Context: an optimization exercise on an open-source flow, tuned for small area. The choices shown serve that exercise and are no tape-out recipe. Where RTL was checked, it was by simulation tests only, not by an equivalence proof against the original. Power is estimated from default activity; no workload was simulated.

## 07-18
==> flow/design.v (excerpt) <==
module c2d_top (
  input  logic                       core_clk_i,
  input  logic                       rst_n_i,
  input  logic                       fv_i,
  input  logic                       lv_i,
  input  logic                       dvalid_i,
  input  logic [c2d_pkg::BYTE_W-1:0] pixdata_d1_i,
  input  logic [c2d_pkg::BYTE_W-1:0] pixdata_d0_i,
  output logic                       tinit_done_o,
  output logic                       lp_p_o,
  output logic                       lp_n_o,
  output logic                       hs_data_en_o,
  output logic [15:0]                hs_data_o,
  output logic                       d_hs_req_o,
  output logic                       d_hs_ack_o
);
For scale: roughly 0.013 sq mm of cells after synthesis.
Settings: LEC_CHECK=0, CAP_MARGIN=20, CORE_MARGIN=2, CORE_UTILIZATION=65, CTS_BUF_LIST=sky130_fd_sc_hd__clkbuf_4, PLACE_DENSITY=0.75, SLEW_MARGIN=20; clock period 6.0 ns.
run.sh (not shown) runs the stock make flow with config.mk's settings and CLKGATE_MAP_FILE= SYNTH_SCRIPT=/design/flow/synth_recipe.tcl, a recipe that flattens the netlist after the stock synthesis.
#### Input delta (06-14 over 07-18)
# 07-18
export LEC_CHECK = 0
export CAP_MARGIN = 20
export CORE_MARGIN = 2
export CORE_UTILIZATION = 65
export CTS_BUF_LIST = sky130_fd_sc_hd__clkbuf_4
export PLACE_DENSITY = 0.75
export SLEW_MARGIN = 20
create_clock -name core_clock -period 6.0 [get_ports {core_clk_i}]
# 06-14
export LEC_CHECK = 0
export CAP_MARGIN = 20
export CORE_MARGIN = 2
export CORE_UTILIZATION = 40
export SLEW_MARGIN = 20
create_clock -name core_clock -period 6.0 [get_ports {core_clk_i}]
### Flow results
The run showing the greater portion of the clock cycle consumed by the worst path in the final layout is 07-18.
Diff 07-18 -> 06-14 | leakage power total | down slightly
There was hardly any difference in synthesized cell count between 06-14 and 07-18.
Summary of 06-14 over 07-18: post-layout worst setup margin increased by 0.43 ns relative to the old numbers, critical path data arrival time decreased by 0.43 ns relative to the old numbers, design area increased by 2.4% relative to the old numbers.
No run of this note included a check of the RTL's function; only the layout flow was run.

========
## v41
Another version of the RTL of c2d_top (not shown whole).
Size in the first run: ~340 flip-flops.
==> flow/config.mk <==
export PLATFORM = sky130hd
export DESIGN_NAME = c2d_top
export DESIGN_NICKNAME = c2d_top
export VERILOG_FILES = /design/flow/design.v
export SDC_FILE = /design/flow/constraint.sdc
export NUM_CORES = 4
export LEC_CHECK = 0
export CAP_MARGIN = 20
export CORE_MARGIN = 2
export CORE_UTILIZATION = 65
export PLACE_DENSITY = 0.75
export SLEW_MARGIN = 20
==> flow/constraint.sdc <==
create_clock -name core_clock -period 6.0 [get_ports {core_clk_i}]
set_input_delay 1.2000 -clock core_clock [delete_from_list [all_inputs] [get_ports {core_clk_i}]]
set_output_delay 1.2000 -clock core_clock [all_outputs]
set_load 0.01 [all_outputs]
standard.sh (not shown) runs the stock make flow with config.mk's settings and CLKGATE_MAP_FILE= SYNTH_SCRIPT=/design/flow/synth_recipe.tcl, a recipe that flattens the netlist after the stock synthesis.
==> flow/flow/run.sh <==
#!/bin/bash
# Standard synthesis and layout, with small port buffers and a clock tree
# built without dummy loads. Each tool's output goes to a log file here.
set -euo pipefail
export BUFFER_PORTS_ARGS="-buffer_cell sky130_fd_sc_hd__buf_1"
export CTS_ARGS="-sink_clustering_enable -repair_clock_nets -dont_use_dummy_load -sink_clustering_size 12 -sink_clustering_max_diameter 40 -buf_list sky130_fd_sc_hd__clkbuf_4"
bash standard.sh synth > synth.log 2>&1
bash standard.sh finish > layout.log 2>&1
v41 did not stop at any stage, and its layout met the timing, design-rule and antenna checks.
Changes in v13 relative to v41:
==> flow/flow/run.sh <==
#!/bin/bash
# Standard synthesis and layout, with small port buffers and a clock tree
# built without dummy loads. Each tool's output goes to a log file here.
set -euo pipefail
export BUFFER_PORTS_ARGS="-buffer_cell sky130_fd_sc_hd__buf_1"
export CTS_ARGS="-sink_clustering_enable -repair_clock_nets -dont_use_dummy_load -sink_clustering_size 20 -sink_clustering_max_diameter 60 -buf_list sky130_fd_sc_hd__clkbuf_8"
bash standard.sh synth > synth.log 2>&1
bash standard.sh finish > layout.log 2>&1
v13 vs v41: fmax up by a few percent
v41: no failed stages, no open violations at the end
In summary, v13 completed successfully, with a layout that passed the timing, design-rule and antenna checks.
Between v41 and v13, the flow reports count of nets after finishing decreasing by a few percent.
The run showing the smaller slack of the critical path is v41.
The proportion of power drawn by the clock network was comparable across v41 and v13.
Synthesis-to-layout area growth of v41 is on par with v13.
v13 against v41: clock group total power now larger; met1 track demand over resource in global routing now larger.
Setup changes, v13 to v31
==> flow/config.mk <==
export PLATFORM = sky130hd
export DESIGN_NAME = c2d_top
export DESIGN_NICKNAME = c2d_top
export VERILOG_FILES = /design/flow/design.v
export SDC_FILE = /design/flow/constraint.sdc
export NUM_CORES = 4
export LEC_CHECK = 0
export CAP_MARGIN = 0
export CORE_MARGIN = 2
export CORE_UTILIZATION = 65
export PLACE_DENSITY = 0.75
export SLEW_MARGIN = 0
[summary]
- v31: done, clean on timing, DRC and antenna
- The starting density of the core was comparable across v13 and v31.
- Comparing v31 with v13, the end-of-flow core utilization came out essentially unchanged.
- For power dissipated in sequential cells, v13 and v31 come out practically identical.
- Final cell count: v13 vs v31 — no meaningful difference
- Between v13 and v31, portion of the clock cycle consumed by the worst path in the final layout decreased.
- On summed area of non-filler cells in the final layout, v13 and v31 are neck and neck.
#### Input delta (v27 over v31)
-- flow/config.mk --
<<< v31, line 9
export CORE_MARGIN = 2
export CORE_UTILIZATION = 65
export PLACE_DENSITY = 0.75
export SLEW_MARGIN = 0
>>> v27, line 9
export CORE_MARGIN = 2
export CORE_UTILIZATION = 65
export GPL_TIMING_DRIVEN = 0
export PLACE_DENSITY = 0.75
export SLEW_MARGIN = 0
[summary]
- Relative to v31, per-cell via count in the routed design has decreased by 0.038 in v27.
- Compared with v31, area of the multi-input gates in v27 increased slightly.
- Side by side, maximum clock frequency turned out higher in v27 than in v31.
- H-tree depth: v27 vs v31 identical
- Cells: v27 has more instances than v31
- Going from v31 to v27, critical path depth grows by 4.
- The count of buffers not belonging to the clock network in the layout in v27 sits 15 above the value recorded for v31.
- Static leakage power in v27 is 0.024 nW higher than in v31
- Routed wire in v27 totals more than in v31.
- Comparing v31 and v27, the lower area growth from synthesis to layout was measured on v31.

========
Setup of north:
RTL: one of the versions met above, not the one the previous note started from.
Size in the first run: about 360 flip-flops, ~43 I/O pins, roughly 13,000 um2 of cells after synthesis.
Settings: LEC_CHECK=0, CAP_MARGIN=20, CORE_MARGIN=2, CORE_UTILIZATION=65, PLACE_DENSITY=0.75, SLEW_MARGIN=20; clock period 6.0 ns.
==> flow/flow/run.sh <==
#!/bin/bash
# Standard synthesis and layout, with small port buffers and a clock tree
# built without dummy loads. Each tool's output goes to a log file here.
set -euo pipefail
export BUFFER_PORTS_ARGS="-buffer_cell sky130_fd_sc_hd__buf_1"
export CTS_ARGS="-sink_clustering_enable -repair_clock_nets -dont_use_dummy_load -sink_clustering_size 30 -sink_clustering_max_diameter 100 -buf_list {sky130_fd_sc_hd__clkbuf_8 sky130_fd_sc_hd__clkbuf_16}"
bash standard.sh synth > synth.log 2>&1
bash standard.sh finish > layout.log 2>&1
Relative to north, the following input files were edited for south:
--- a/flow/flow/run.sh
+++ b/flow/flow/run.sh
@@ -6 +6 @@
-export CTS_ARGS="-sink_clustering_enable -repair_clock_nets -dont_use_dummy_load -sink_clustering_size 30 -sink_clustering_max_diameter 100 -buf_list {sky130_fd_sc_hd__clkbuf_8 sky130_fd_sc_hd__clkbuf_16}"
+export CTS_ARGS="-sink_clustering_enable -repair_clock_nets -dont_use_dummy_load -sink_clustering_size 24 -sink_clustering_max_diameter 80 -buf_list sky130_fd_sc_hd__clkbuf_16"
Findings:
Between north and south, power after layout increased.
Shortest clock period the worst path allows after layout down 0.072 ns in south wrt north
In terms of net count of the finished layout, south and north differ only marginally.
Function was not checked in any run of this note: the RTL went through the layout flow alone.

========
Setup of v15:
Another version of the RTL of c2d_top (not shown whole).
For scale: about 340 flip-flops, about 43 I/O pins, roughly 12,000 um^2 of cells after synthesis.
Settings: LEC_CHECK=0, CAP_MARGIN=20, CORE_MARGIN=2, CORE_UTILIZATION=65, PLACE_DENSITY=0.75, SLEW_MARGIN=20; clock period 6.0 ns.
==> flow/flow/run.sh <==
#!/bin/bash
# Standard synthesis and layout, with small port buffers and a clock tree
# built without dummy loads. Each tool's output goes to a log file here.
set -euo pipefail
export BUFFER_PORTS_ARGS="-buffer_cell sky130_fd_sc_hd__buf_1"
export CTS_ARGS="-sink_clustering_enable -repair_clock_nets -dont_use_dummy_load -sink_clustering_size 24 -sink_clustering_max_diameter 45 -buf_list sky130_fd_sc_hd__clkbuf_8"
bash standard.sh synth > synth.log 2>&1
bash standard.sh finish > layout.log 2>&1
Input changes introduced in v22 (baseline for comparison: v15):
==> flow/flow/run.sh <==
#!/bin/bash
# Standard synthesis and layout, with small port buffers and a clock tree
# built without dummy loads. Each tool's output goes to a log file here.
set -euo pipefail
export BUFFER_PORTS_ARGS="-buffer_cell sky130_fd_sc_hd__buf_1"
export CTS_ARGS="-sink_clustering_enable -repair_clock_nets -dont_use_dummy_load -sink_clustering_size 16 -sink_clustering_max_diameter 50 -buf_list {sky130_fd_sc_hd__clkbuf_4 sky130_fd_sc_hd__clkbuf_8}"
bash standard.sh synth > synth.log 2>&1
bash standard.sh finish > layout.log 2>&1
### Flow results
- Total power essentially unchanged between v15 and v22.
- Largest fanout of any net on the critical path: v15 vs v22 identical
- Of v22 and v15, the run reporting the higher later-pin clock latency in the skew report was v15.
- The via density per instance of v22 exceeds that of v15 by 0.40%.
- Compared with v15, in v22 post-route clock period utilization shrank by 0.18 points; xor-xnor portion of the synthesized cell area held steady; post-synthesis instance area held steady.
- v22 vs v15 — peak supply drop dropped by more than 10%
- Global-route usage ends up lower on v15.
Inputs modified between v22 and v26:
==> flow/flow/run.sh <==
#!/bin/bash
# Standard synthesis and layout, with small port buffers and a clock tree
# built without dummy loads. Each tool's output goes to a log file here.
set -euo pipefail
export BUFFER_PORTS_ARGS="-buffer_cell sky130_fd_sc_hd__buf_1"
export CTS_ARGS="-sink_clustering_enable -repair_clock_nets -dont_use_dummy_load -sink_clustering_size 20 -sink_clustering_max_diameter 60 -buf_list sky130_fd_sc_hd__clkbuf_8"
bash standard.sh synth > synth.log 2>&1
bash standard.sh finish > layout.log 2>&1
--- a/flow/config.mk
+++ b/flow/config.mk
@@ -8,5 +8,5 @@
 export CAP_MARGIN = 20
 export CORE_MARGIN = 2
-export CORE_UTILIZATION = 65
-export PLACE_DENSITY = 0.75
+export CORE_UTILIZATION = 80
+export PLACE_DENSITY = 0.88
 export SLEW_MARGIN = 20
## What came out
- As the logs show, v26 stopped at detailed placement (3_5_place_dp) after a tool error, so it never reached the end of the flow.
- Compared with v22, in v26 synthesized flop and latch total barely changed, detailed placement HPWL climbed 3100 um, total nets after synthesis barely changed, number of top-level pins barely changed.
- v26 vs v22, initial standard-cell utilization of the core went up by 15 points.
- Vertical die dimension in v26 is 14 um lower than in v22
- Post-synthesis share of cell area spent on full adders, half adders and majority gates: v26 vs v22 identical
- Synthesized cell count came out exactly the same in v22 and v26.
- From v26 to v22, count of input and output buffers did not move at all.
Changes in v39 relative to v26:
--- a/flow/config.mk
+++ b/flow/config.mk
@@ -8,5 +8,5 @@
 export CAP_MARGIN = 20
 export CORE_MARGIN = 2
-export CORE_UTILIZATION = 80
-export PLACE_DENSITY = 0.88
+export CORE_UTILIZATION = 55
+export PLACE_DENSITY = 0.65
 export SLEW_MARGIN = 20
Findings:
v39 finished all stages; the layout is clean.
Lower width of the chip among v39 and v26: v26
v26 -> v39: distinct cell type count of the synthesized netlist delta 0, exact match
Overall die height: v39 vs v26 up 20%
Comparing v26 against v39, there is no change at all in flip-flop and latch count after synthesis.
The number of core rows in v39 was higher than what v26 gave.
Share of the synthesized netlist area taken by xor and xnor gates: v39 vs v26 identical
Synthesized net count came out exactly the same in v39 and v26.

========
run 1:
Another version of the RTL of c2d_top (not shown whole).
Size: ~43 I/O pins, about 0.013 mm2 of cells after synthesis.
clock: 6.0 ns
lec_check: 0
cap_margin: 20
core_margin: 2
core_utilization: 65
place_density: 0.75
slew_margin: 20
==> flow/flow/run.sh <==
#!/bin/bash
# Standard synthesis and layout, with small port buffers and a clock tree
# built without dummy loads. Each tool's output goes to a log file here.
set -euo pipefail
export BUFFER_PORTS_ARGS="-buffer_cell sky130_fd_sc_hd__buf_1"
export CTS_ARGS="-sink_clustering_enable -repair_clock_nets -dont_use_dummy_load -sink_clustering_size 12 -sink_clustering_max_diameter 40 -buf_list sky130_fd_sc_hd__clkbuf_4"
bash standard.sh synth > synth.log 2>&1
bash standard.sh finish > layout.log 2>&1
### run 1 -> run 2
==> flow/flow/run.sh <==
#!/bin/bash
# Standard synthesis and layout, with small port buffers and a clock tree
# built without dummy loads. Each tool's output goes to a log file here.
set -euo pipefail
export BUFFER_PORTS_ARGS="-buffer_cell sky130_fd_sc_hd__buf_1"
export CTS_ARGS="-sink_clustering_enable -repair_clock_nets -dont_use_dummy_load -sink_clustering_size 36 -sink_clustering_max_diameter 60 -buf_list sky130_fd_sc_hd__clkbuf_16"
bash standard.sh synth > synth.log 2>&1
bash standard.sh finish > layout.log 2>&1
Compare run 2 and run 1 | register share of the cell area lower: run 2
Compared with run 1, run 2 ends up with a larger final cell area.
Sort run 2 and run 1 by register share of total power, ascending, and run 2 comes first.
Relative to run 1, the layout overhead on the synthesized area of run 2 is higher by 1.5 points.
Going from run 1 to run 2, final cell utilization of the core grows by 1.0 points.
Between run 2 and run 1, the fraction of power spent switching nets is higher for run 1.
Here is what was changed in the inputs of run 3 compared with run 2.
==> flow/flow/run.sh <==
#!/bin/bash
# Standard synthesis and layout, with small port buffers and a clock tree
# built without dummy loads. Each tool's output goes to a log file here.
set -euo pipefail
export BUFFER_PORTS_ARGS="-buffer_cell sky130_fd_sc_hd__buf_1"
export CTS_ARGS="-sink_clustering_enable -repair_clock_nets -dont_use_dummy_load -sink_clustering_size 20 -sink_clustering_max_diameter 60 -buf_list sky130_fd_sc_hd__clkbuf_8"
bash standard.sh synth > synth.log 2>&1
bash standard.sh finish > layout.log 2>&1
Results
Clock skew, run 3 and run 2: lower on run 3. There was hardly any difference in clock transition at the registers of the reported paths between run 2 and run 3. Run 3 vs. run 2: area of all placed cells without fillers went down by about 1.3%. Summary of run 3 over run 2: routed wirelength normalized by instance count went down about 4%, count of distinct cell types in the synthesized netlist flat.

-- separate check: timing with driven ports --
The flow's constraints put no driver on any port. The routed layouts listed below were extracted and timed again, unchanged, in two steps. Step 1, drivers: a clkbuf_16 drives core_clk_i and a buf_2 each remaining input, both assumed. Step 2 moves the port delays by t, midway between the first and last clock arrival at a register: inputs arrive t later, outputs are due t later. That takes back most of the time a late clock gives input paths. Three values: ideal ports, drivers, drivers and shift; two values: the first two.
run | t (ns) | setup WS [ns] | worst data-port slew with drivers (ns)
07-18 | 0.726 | 0.820 / 0.776 / 1.502 | 0.03
06-14 | 0.566 | 1.251 / 1.206 / 1.771 | 0.03
v41 | 0.655 | 1.066 / 1.028 / 1.683 | 0.03
v13 | 0.554 | 1.181 / 1.141 / 1.696 | 0.03
v31 | 0.555 | 1.230 / 1.190 / 1.746 | 0.03
v27 | 0.565 | 1.572 / 1.532 / 2.097 | 0.03
north | 0.540 | 1.467 / 1.420 / 1.960 | 0.04
south | 0.540 | 1.539 / 1.492 / 2.032 | 0.04
v15 | 0.584 | 1.557 / 1.518 / 2.102 | 0.04
v22 | 0.576 | 1.568 / 1.528 / 2.103 | 0.04
v39 | 0.566 | 1.550 / 1.511 / 2.076 | 0.03
run 1 | 0.621 | 1.593 / 1.552 / 2.173 | 0.03
run 2 | 0.546 | 1.695 / 1.646 / 2.193 | 0.03
run 3 | 0.544 | 1.686 / 1.650 / 2.195 | 0.03
After both steps every run listed still meets setup and hold.
